Source: an optimization exercise on an open RTL-to-GDS flow (aim: small area). Production flows keep margins and buffers that such runs may drop. In this exercise RTL edits were held to simulation tests only and were not proved equivalent to the original. Power is estimated from default activity; no workload was simulated.

--- flow/design.v ---
`timescale 1ns/1ps
package mipsIsaPkg;
    typedef logic [4:0] regIdx_t;
    typedef struct packed {
        logic [5:0] opcode;
        regIdx_t    rs;
        regIdx_t    rt;
        regIdx_t    rd;
        logic [4:0] shamt;
        logic [5:0] funct;
    } instr_t;
    localparam logic [5:0] opRtype = 6'h00;
    localparam logic [5:0] opJ     = 6'h02;
    localparam logic [5:0] opBeq   = 6'h04;
    localparam logic [5:0] opBne   = 6'h05;
    localparam logic [5:0] opAddi  = 6'h08;
    localparam logic [5:0] opAndi  = 6'h0c;
    localparam logic [5:0] opOri   = 6'h0d;
    localparam logic [5:0] fnSll   = 6'h00;
    localparam logic [5:0] fnSrl   = 6'h02;
    localparam logic [5:0] fnAdd   = 6'h20;
    localparam logic [5:0] fnSub   = 6'h22;
    localparam logic [5:0] fnAnd   = 6'h24;
    localparam logic [5:0] fnOr    = 6'h25;
    localparam logic [5:0] fnXor   = 6'h26;
    localparam logic [5:0] fnSlt   = 6'h2a;
    typedef enum logic [2:0] {
        aluAdd, aluSub, aluAnd, aluOr, aluXor, aluSlt, aluSll, aluSrl
    } aluOp_t;
endpackage
`timescale 1ns/1ps
package mipsPipePkg;
    typedef struct packed {
        logic [2:0] aluOp;       
        logic   useImm;      
        logic   regWrite;
        logic   beq;
        logic   bne;
        logic   jump;
    } ctrl_t;
    typedef struct packed {
        logic                    valid;
        ctrl_t                   ctrl;
        logic [4:0]              rs;
        logic [4:0]              rt;
        logic [32-1:0] rsVal;
        logic [32-1:0] rtVal;
        logic [32-1:0] imm;       
        logic [4:0]              dest;
        logic [4:0]              shamt;
        logic [32-1:0] nextPc;    
        logic [25:0]             jumpIdx;
    } idEx_t;
    typedef struct packed {
        logic                    valid;
        logic [4:0]              dest;
        logic [32-1:0] data;
    } wbPort_t;
endpackage
`timescale 1ns/1ps
module fetchUnit (
    input  logic                    clk,
    input  logic                    rst_n,
    input  logic                    redirect,
    input  logic [32-1:0] redirectPc,
    input  mipsIsaPkg::instr_t      instr,
    output logic [32-1:0] instrAddr,
    output mipsIsaPkg::instr_t      ifInstr,
    output logic                    ifValid,
    output logic [32-1:0] ifNextPc
);
    logic [32-1:0] pc;
    logic [32-1:0] pcPlus4;
    assign pcPlus4   = pc + 32'(4);
    assign instrAddr = pc;
    always_ff @(posedge clk or negedge rst_n) begin
        if (!rst_n) begin
            pc      <= 32'h0000_0000;
            ifValid <= 1'b0;
        end else begin
            pc      <= redirect ? {redirectPc[32-1:2], 2'b00} : pcPlus4;
            ifValid <= !redirect;    
        end
    end
    always_ff @(posedge clk) begin
        ifInstr  <= instr;
        ifNextPc <= pcPlus4;
    end
endmodule
`timescale 1ns/1ps
module decodeUnit (
    input  logic                    clk,
    input  logic                    rst_n,
    input  mipsIsaPkg::instr_t      ifInstr,
    input  logic                    ifValid,
    input  logic [32-1:0] ifNextPc,
    input  logic                    redirect,
    output mipsIsaPkg::regIdx_t     rsAddr,
    output mipsIsaPkg::regIdx_t     rtAddr,
    input  logic [32-1:0] rsData,
    input  logic [32-1:0] rtData,
    output mipsPipePkg::idEx_t      idEx
);
    mipsPipePkg::ctrl_t                   ctrl;
    logic [15:0]             imm16;
    logic                    zeroExt;
    logic [32-1:0] immExt;
    mipsIsaPkg::regIdx_t                 dest;
    assign rsAddr = ifInstr.rs;
    assign rtAddr = ifInstr.rt;
    always_comb begin
        ctrl       = '0;     
        ctrl.aluOp = mipsIsaPkg::aluAdd;
        case (ifInstr.opcode)
            mipsIsaPkg::opRtype: begin
                ctrl.regWrite = 1'b1;
                case (ifInstr.funct)
                    mipsIsaPkg::fnAdd:   ctrl.aluOp = mipsIsaPkg::aluAdd;
                    mipsIsaPkg::fnSub:   ctrl.aluOp = mipsIsaPkg::aluSub;
                    mipsIsaPkg::fnAnd:   ctrl.aluOp = mipsIsaPkg::aluAnd;
                    mipsIsaPkg::fnOr:    ctrl.aluOp = mipsIsaPkg::aluOr;
                    mipsIsaPkg::fnXor:   ctrl.aluOp = mipsIsaPkg::aluXor;
                    mipsIsaPkg::fnSlt:   ctrl.aluOp = mipsIsaPkg::aluSlt;
                    mipsIsaPkg::fnSll:   ctrl.aluOp = mipsIsaPkg::aluSll;
                    mipsIsaPkg::fnSrl:   ctrl.aluOp = mipsIsaPkg::aluSrl;
                    default: ctrl.regWrite = 1'b0;
                endcase
            end
            mipsIsaPkg::opAddi: begin
                ctrl.useImm   = 1'b1;
                ctrl.regWrite = 1'b1;
            end
            mipsIsaPkg::opAndi: begin
                ctrl.aluOp    = mipsIsaPkg::aluAnd;
                ctrl.useImm   = 1'b1;
                ctrl.regWrite = 1'b1;
            end
            mipsIsaPkg::opOri: begin
                ctrl.aluOp    = mipsIsaPkg::aluOr;
                ctrl.useImm   = 1'b1;
                ctrl.regWrite = 1'b1;
            end
            mipsIsaPkg::opBeq:   ctrl.beq  = 1'b1;
            mipsIsaPkg::opBne:   ctrl.bne  = 1'b1;
            mipsIsaPkg::opJ:     ctrl.jump = 1'b1;
            default: ;
        endcase
    end
    assign imm16   = {ifInstr.rd, ifInstr.shamt, ifInstr.funct};
    assign zeroExt = (ifInstr.opcode == mipsIsaPkg::opAndi) || (ifInstr.opcode == mipsIsaPkg::opOri);
    assign immExt  = zeroExt ? {{(32-16){1'b0}}, imm16}
                             : {{(32-16){imm16[15]}}, imm16};
    assign dest    = (ifInstr.opcode == mipsIsaPkg::opRtype) ? ifInstr.rd : ifInstr.rt;
    always_ff @(posedge clk or negedge rst_n) begin
        if (!rst_n) begin
            idEx <= '0;
        end else begin
            idEx.valid   <= ifValid && !redirect;    
            idEx.ctrl    <= ctrl;
            idEx.rs      <= ifInstr.rs;
            idEx.rt      <= ifInstr.rt;
            idEx.rsVal   <= rsData;
            idEx.rtVal   <= rtData;
            idEx.imm     <= immExt;
            idEx.dest    <= dest;
            idEx.shamt   <= ifInstr.shamt;
            idEx.nextPc  <= ifNextPc;
            idEx.jumpIdx <= {ifInstr.rs, ifInstr.rt, ifInstr.rd, ifInstr.shamt, ifInstr.funct};
        end
    end
endmodule
`timescale 1ns/1ps
module regFile (
    input  logic                    clk,
    input  logic                    rst_n,
    input  mipsIsaPkg::regIdx_t     rsAddr,
    input  mipsIsaPkg::regIdx_t     rtAddr,
    output logic [32-1:0] rsData,
    output logic [32-1:0] rtData,
    input  mipsPipePkg::wbPort_t    wb
);
    logic [32-1:0] regs [32];
    assign rsData = (rsAddr == 5'd0)                    ? {32{1'b0}} :
                    (wb.valid && wb.dest == rsAddr)     ? wb.data : regs[rsAddr];
    assign rtData = (rtAddr == 5'd0)                    ? {32{1'b0}} :
                    (wb.valid && wb.dest == rtAddr)     ? wb.data : regs[rtAddr];
    always_ff @(posedge clk or negedge rst_n) begin
        if (!rst_n) begin
            for (int i = 0; i < 32; i++) begin
                regs[i] <= '0;
            end
        end else if (wb.valid && wb.dest != '0) begin
            regs[wb.dest] <= wb.data;
        end
    end
endmodule
`timescale 1ns/1ps
module executeUnit (
    input  logic                    clk,
    input  logic                    rst_n,
    input  mipsPipePkg::idEx_t      idEx,
    output mipsPipePkg::wbPort_t    wb,
    output logic                    redirect,
    output logic [32-1:0] redirectPc
);
    logic [32-1:0] opA;
    logic [32-1:0] opB;
    logic [32-1:0] aluB;
    logic [32-1:0] aluResult;
    logic                    operandsEq;
    logic                    taken;
    logic [32-1:0] branchTarget;
    logic [32-1:0] jumpTarget;
    assign opA  = (wb.valid && wb.dest == idEx.rs) ? wb.data : idEx.rsVal;
    assign opB  = (wb.valid && wb.dest == idEx.rt) ? wb.data : idEx.rtVal;
    assign aluB = idEx.ctrl.useImm ? idEx.imm : opB;
    always_comb begin
        case (idEx.ctrl.aluOp)
            mipsIsaPkg::aluAdd:  aluResult = opA + aluB;
            mipsIsaPkg::aluSub:  aluResult = opA - aluB;
            mipsIsaPkg::aluAnd:  aluResult = opA & aluB;
            mipsIsaPkg::aluOr:   aluResult = opA | aluB;
            mipsIsaPkg::aluXor:  aluResult = opA ^ aluB;
            mipsIsaPkg::aluSlt: begin
                aluResult = ($signed(opA) < $signed(aluB)) ? 32'(1) : '0;
            end
            mipsIsaPkg::aluSll:  aluResult = opB << idEx.shamt;    
            mipsIsaPkg::aluSrl:  aluResult = opB >> idEx.shamt;
            default: aluResult = '0;
        endcase
    end
    assign operandsEq = (opA == opB);
    assign taken      = idEx.valid && ((idEx.ctrl.beq && operandsEq) ||
                                       (idEx.ctrl.bne && !operandsEq) ||
                                       idEx.ctrl.jump);
    assign branchTarget = idEx.nextPc + {idEx.imm[32-3:0], 2'b00};
    assign jumpTarget   = {idEx.nextPc[32-1 -: 4], idEx.jumpIdx, 2'b00};
    assign redirect   = taken;    
    assign redirectPc = idEx.ctrl.jump ? jumpTarget : branchTarget;
    always_ff @(posedge clk or negedge rst_n) begin
        if (!rst_n) begin
            wb <= '0;
        end else begin
            wb.valid <= idEx.valid && idEx.ctrl.regWrite && (idEx.dest != '0);
            wb.dest  <= idEx.dest;
            wb.data  <= aluResult;
        end
    end
endmodule
`timescale 1ns/1ps
module mipsCore (
    input  logic                    clk,
    input  logic                    rst_n,
    input  logic [31:0]             instr,
    output logic [32-1:0] instrAddr,
    output logic                    wbValid,
    output logic [4:0]              wbDest,
    output logic [32-1:0] wbData
);
    mipsIsaPkg::instr_t                  ifInstr;
    logic                    ifValid;
    logic [32-1:0] ifNextPc;
    mipsIsaPkg::regIdx_t                 rsAddr;
    mipsIsaPkg::regIdx_t                 rtAddr;
    logic [32-1:0] rsData;
    logic [32-1:0] rtData;
    mipsPipePkg::idEx_t                   idEx;
    logic                    redirect;        
    logic [32-1:0] redirectPc;
    mipsPipePkg::wbPort_t                 wb;
    assign wbValid = wb.valid;
    assign wbDest  = wb.dest;
    assign wbData  = wb.data;
    fetchUnit i_fetch (
        .clk(clk), .rst_n(rst_n),
        .redirect(redirect), .redirectPc(redirectPc),
        .instr(instr), .instrAddr(instrAddr),
        .ifInstr(ifInstr), .ifValid(ifValid), .ifNextPc(ifNextPc)
    );
    decodeUnit i_decode (
        .clk(clk), .rst_n(rst_n),
        .ifInstr(ifInstr), .ifValid(ifValid), .ifNextPc(ifNextPc),
        .redirect(redirect),
        .rsAddr(rsAddr), .rtAddr(rtAddr), .rsData(rsData), .rtData(rtData),
        .idEx(idEx)
    );
    regFile i_regFile (
        .clk(clk), .rst_n(rst_n),
        .rsAddr(rsAddr), .rtAddr(rtAddr), .rsData(rsData), .rtData(rtData),
        .wb(wb)
    );
    executeUnit i_execute (
        .clk(clk), .rst_n(rst_n),
        .idEx(idEx), .wb(wb),
        .redirect(redirect), .redirectPc(redirectPc)
    );
endmodule
--- flow/config.mk ---
export PLATFORM = sky130hd
export DESIGN_NAME = mipsCore
export DESIGN_NICKNAME = mipsCore
export VERILOG_FILES = /design/flow/design.v
export SDC_FILE = /design/flow/constraint.sdc
export NUM_CORES = 4
export LEC_CHECK = 0
export CAP_MARGIN = 40
export CORE_MARGIN = 2
export CORE_UTILIZATION = 40
export PLACE_DENSITY = 0.6
export SLEW_MARGIN = 40
--- flow/constraint.sdc ---
create_clock -name core_clock -period 10.0 [get_ports {clk}]
set_input_delay 2.0000 -clock core_clock [delete_from_list [all_inputs] [get_ports {clk}]]
set_output_delay 2.0000 -clock core_clock [all_outputs]
set_load 0.01 [all_outputs]
--- flow/run.sh ---
#!/bin/bash
# synth_recipe.tcl (not shown) runs the flow's synth.tcl, then flattens the netlist and writes it again
# the make line also repeats each setting of config.mk as NAME=value (left out here)
make -C /OpenROAD-flow-scripts/flow DESIGN_CONFIG=/design/flow/config.mk WORK_HOME=/design/flow/orfs CLKGATE_MAP_FILE= SYNTH_SCRIPT=/design/flow/synth_recipe.tcl finish
==> summary.txt <==
final cells by class:
class | instances | area, um^2 | area share
multi-input combinational | 4122 | 34660 | 0.4489
sequential | 1258 | 31180 | 0.4039
clock buffer | 196 | 4041 | 0.05235
timing repair buffer | 331 | 3249 | 0.04209
tap | 2204 | 2758 | 0.03572
clock inverter | 48 | 808.3 | 0.01047
inverter | 125 | 469.2 | 0.006078
antenna | 15 | 37.54 | 0.0004862
worst max-delay path, cell delays in order (launching register included):
cell and delay, ns:
dfrtp_1 0.73, xor2_1 0.13, nor4_1 0.38, and3_2 0.25, buf_4 0.57, mux2i_1 0.32
inv_1 0.12, ha_1 0.23, inv_1 0.08, fa_1 0.46, nor2b_1 0.13, o21ai_0 0.16
a21o_1 0.25, a31oi_1 0.33, a21oi_1 0.21, o41ai_2 0.48, or2_2 0.22, a221o_1 0.28
a2111oi_0 0.14, or3_1 0.36, a211o_1 0.30
per-stage QoR:
stage                     area, um^2  hold slack, ns  power, mW  std cells  setup WS, ns
after floorplan                67680          0.3163      6.693       6085         4.818
after global placement         71570          0.3180      7.473       8021         3.603
after detailed placement       71940          0.3195      7.501       8030         3.521
after CTS                      76790          0.3121      12.97       8274         3.510
after global routing           77170          0.3205      13.39       8285         3.440
final                          77200          0.3117      12.99       8299         3.777
cell families (layout without fill, tap and decap cells):
group / Yosys count / after routing / synth area share
compound gates: 1651 / 1651 / 0.1777
flops: 1258 / 1258 / 0.4606
mux: 1233 / 1233 / 0.2099
simple gates: 973 / 973 / 0.07044
buf+inv: 705 / 700 / 0.03990
xor+xnor: 134 / 134 / 0.01734
fa+ha+maj: 129 / 129 / 0.02418
other cells: 1 / 17 / 0.00005541
cells in the mapped netlist (59+ instances only):
cell type,count
nand4_1,153
ha_1,126
buf_1,59
nor4_1,62
nor2_1,281
a22oi_1,626
xnor2_1,74
clkbuf_1,502
dfrtp_1,1196
o21ai_0,184
mux2i_1,141
a21oi_1,201
nand2_1,176
xor2_1,60
a221oi_1,191
mux2_2,1048
a22o_1,124
inv_1,122
a222oi_1,64
nand3_1,122
dfxtp_1,62
cells in the final DEF, fill, tap and decap left out, types with 119 or more instances in the layout:
| cell | n |
|---|---|
| dfrtp_1 | 1193 |
| mux2_2 | 1048 |
| a22oi_1 | 626 |
| nor2_1 | 208 |
| a21oi_1 | 201 |
| a221oi_1 | 191 |
| o21ai_0 | 184 |
| buf_4 | 172 |
| nand2_1 | 167 |
| nand4_1 | 153 |
| mux2i_1 | 139 |
| clkbuf_16 | 139 |
| ha_1 | 126 |
| a22o_1 | 124 |
| inv_1 | 122 |
| nand3_1 | 119 |
sequential cells by signal (all words and copies together), names as in the netlist:
name,cells
i_fetch.pc,30
i_regFile.regs,992
i_fetch.ifValid,1
i_decode.idEx,135
i_fetch.ifNextPc,30
i_execute.wb,38
i_fetch.ifInstr,32
worst min path at each step:
stage	from	end	slack, ns	cells after the start
after CTS	i_fetch.ifNextPc[14]	i_decode.idEx[40]	0.31	0
after detailed placement	i_fetch.ifInstr[6]	i_decode.idEx[74]	0.32	0
after global placement	i_fetch.ifNextPc[17]	i_decode.idEx[43]	0.32	0
final	i_fetch.ifNextPc[29]	i_decode.idEx[55]	0.31	0
after floorplan	i_fetch.ifNextPc[2]	i_decode.idEx[28]	0.32	0
after global routing	i_fetch.ifNextPc[29]	i_decode.idEx[55]	0.32	0
where the power goes:
group / switching, mW / internal, mW / leakage (nW)
Combinational: 1.15 / 0.717 / 15.4
Sequential: 0.231 / 5.38 / 16.9
Clock: 2.29 / 3.23 / 2.36
Total: 3.67 / 9.32 / 34.8
per-layer routing:
metal / wire length (um) / share of wire / global-route usage
met1: 113700 / 0.36 / 0.4418
met2: 128400 / 0.41 / 0.5037
met3: 44580 / 0.14 / 0.1426
met4: 27300 / 0.087 / 0.2375
met5: 147 / 0.00047 / 0.001389
==> flow_summary.yaml <==
run_status:
  status: "complete, no violations"
critical_path:
  critPathLaunch: "i_execute.wb[35]"
  required_ns: 10.70
  r2r_slack_ns: 3.78
  crit_fanout: 38
  r2r-start: "i_execute.wb[35]"
  worst_setup_path_end_kind: "register"
  reg2reg_depth: 20
  r2r_end: "i_execute.wb[28]"
  worstPathArrival_ns: 6.92
  cp-start-kind: "register"
  path_class: "reg2reg"
  cp-endpoint: "i_execute.wb[28]"
logic_synthesis:
  synth.area.top_cells: "dfrtp_1, mux2_2, a22oi_1"
  syn-cell-area_um2: 67680
  synth.largest_area_cell: "dfrtp_1"
  yosys_warnings: 5
  postSynthAreaPerCell_um2: 11.12
  ys_types: 76
  seq_area_frac_synth: 0.4606
  ys.flop_type: "dfrtp_1"
  synth_top_area_frac: 0.4422
  ys_async_sr_fraction: 0.9507
  synth_edf_count: 0
  netlist_instances: 6084
  synth_seq_cells: 1258
die:
  initial_core_util: 0.4038
  dieArea_um2: 172500
  core_area_um2: 167600
  io_pins: 104
  rows: 150
  die_y_um: 415.3
  die_w_um: 415.3
drt:
  first_pass_iters: 13
  wl_per_cell_um: 37.86
  antenna_left: 0
  viasPerCell: 7.195
  drt_iter0_drc: 9823
  vias: 59711
  wirelength_um: 314200
  drc: 0
global_route:
  grt.total_usage: 0.3548
  grt_max_degree: 145
  grt_pass1_wl_um: 440500
  grt_pass1_vias: 57363
  overflow: 0
  grt_antenna_before_repair: 16
power:
  power.density_nw_per_um2: 168.3
  peakVddDrop_v: 0.0001872
  p_leak_nw: 34.76
place:
  gp_congestion: 0.9969
  dpl.hpwl_um: 182600
  numPortBuffers: 101
cts:
  h-tree-depth: 4
  clk_pin_slew_worst_paths_ns: 0.07
  cts-resized-gates: 0
  clock_sinks: 1258
  cts_buffer_depth: 3
  tritoncts: "built"
  clock_latency_ns: 0.82
  cts_made_buffers: 135
  postCtsSetupBuffers: 0
  cts-hold-fix-buffers: 0
  cts-root-buf: "clkbuf_16"
finish:
  fillers: 15352
  drive_above_1_share: 0.2798
  area_delta_synth_final_pct: 14.07
  final_nets: 6136
  final_util: 0.4606
sta:
  fin_crit_ns: 6.223
  max_freq_mhz: 160.7
  tns_ns: 0
  drv_slew: 0
  worst_pin_slew_ns: 1.045
  post-route-period-util: 0.6223
  setup_violations: 0
  rsz0062_at_grt: "false"
  finClkSkew_ns: 0.03579
  hold_viol_final: 0
  relSlewSlack: 0.3033
hold_path:
  hold_class: "reg2reg"
job:
  cap_violations: 0

==> afterwards: timing with drivers on the ports <==
No port has a modelled driver above. Below, the same layout with a new extraction and two added sets of constraints.
Step 1 assumes that a clkbuf_16 drives the clock port and a buf_2 every other input.
Step 2 adds t to the input delays and takes it off the output delays; t is the mean of the earliest and latest rising clock arrival at the registers after step 1. Input paths then give back, and output paths get back, about the clock's delay inside the block.
Three values: no drivers, after step 1, after step 2; two values: the first two.
t (ns): 0.879
slack for setup (ns): 3.777 / 3.777 / 3.777
worst data-port slew with drivers (ns): 0.10
After both steps setup and hold are still met in this run. The setup slack of this run moves by 0.000 ns with the drivers and by 0.000 ns with both steps.
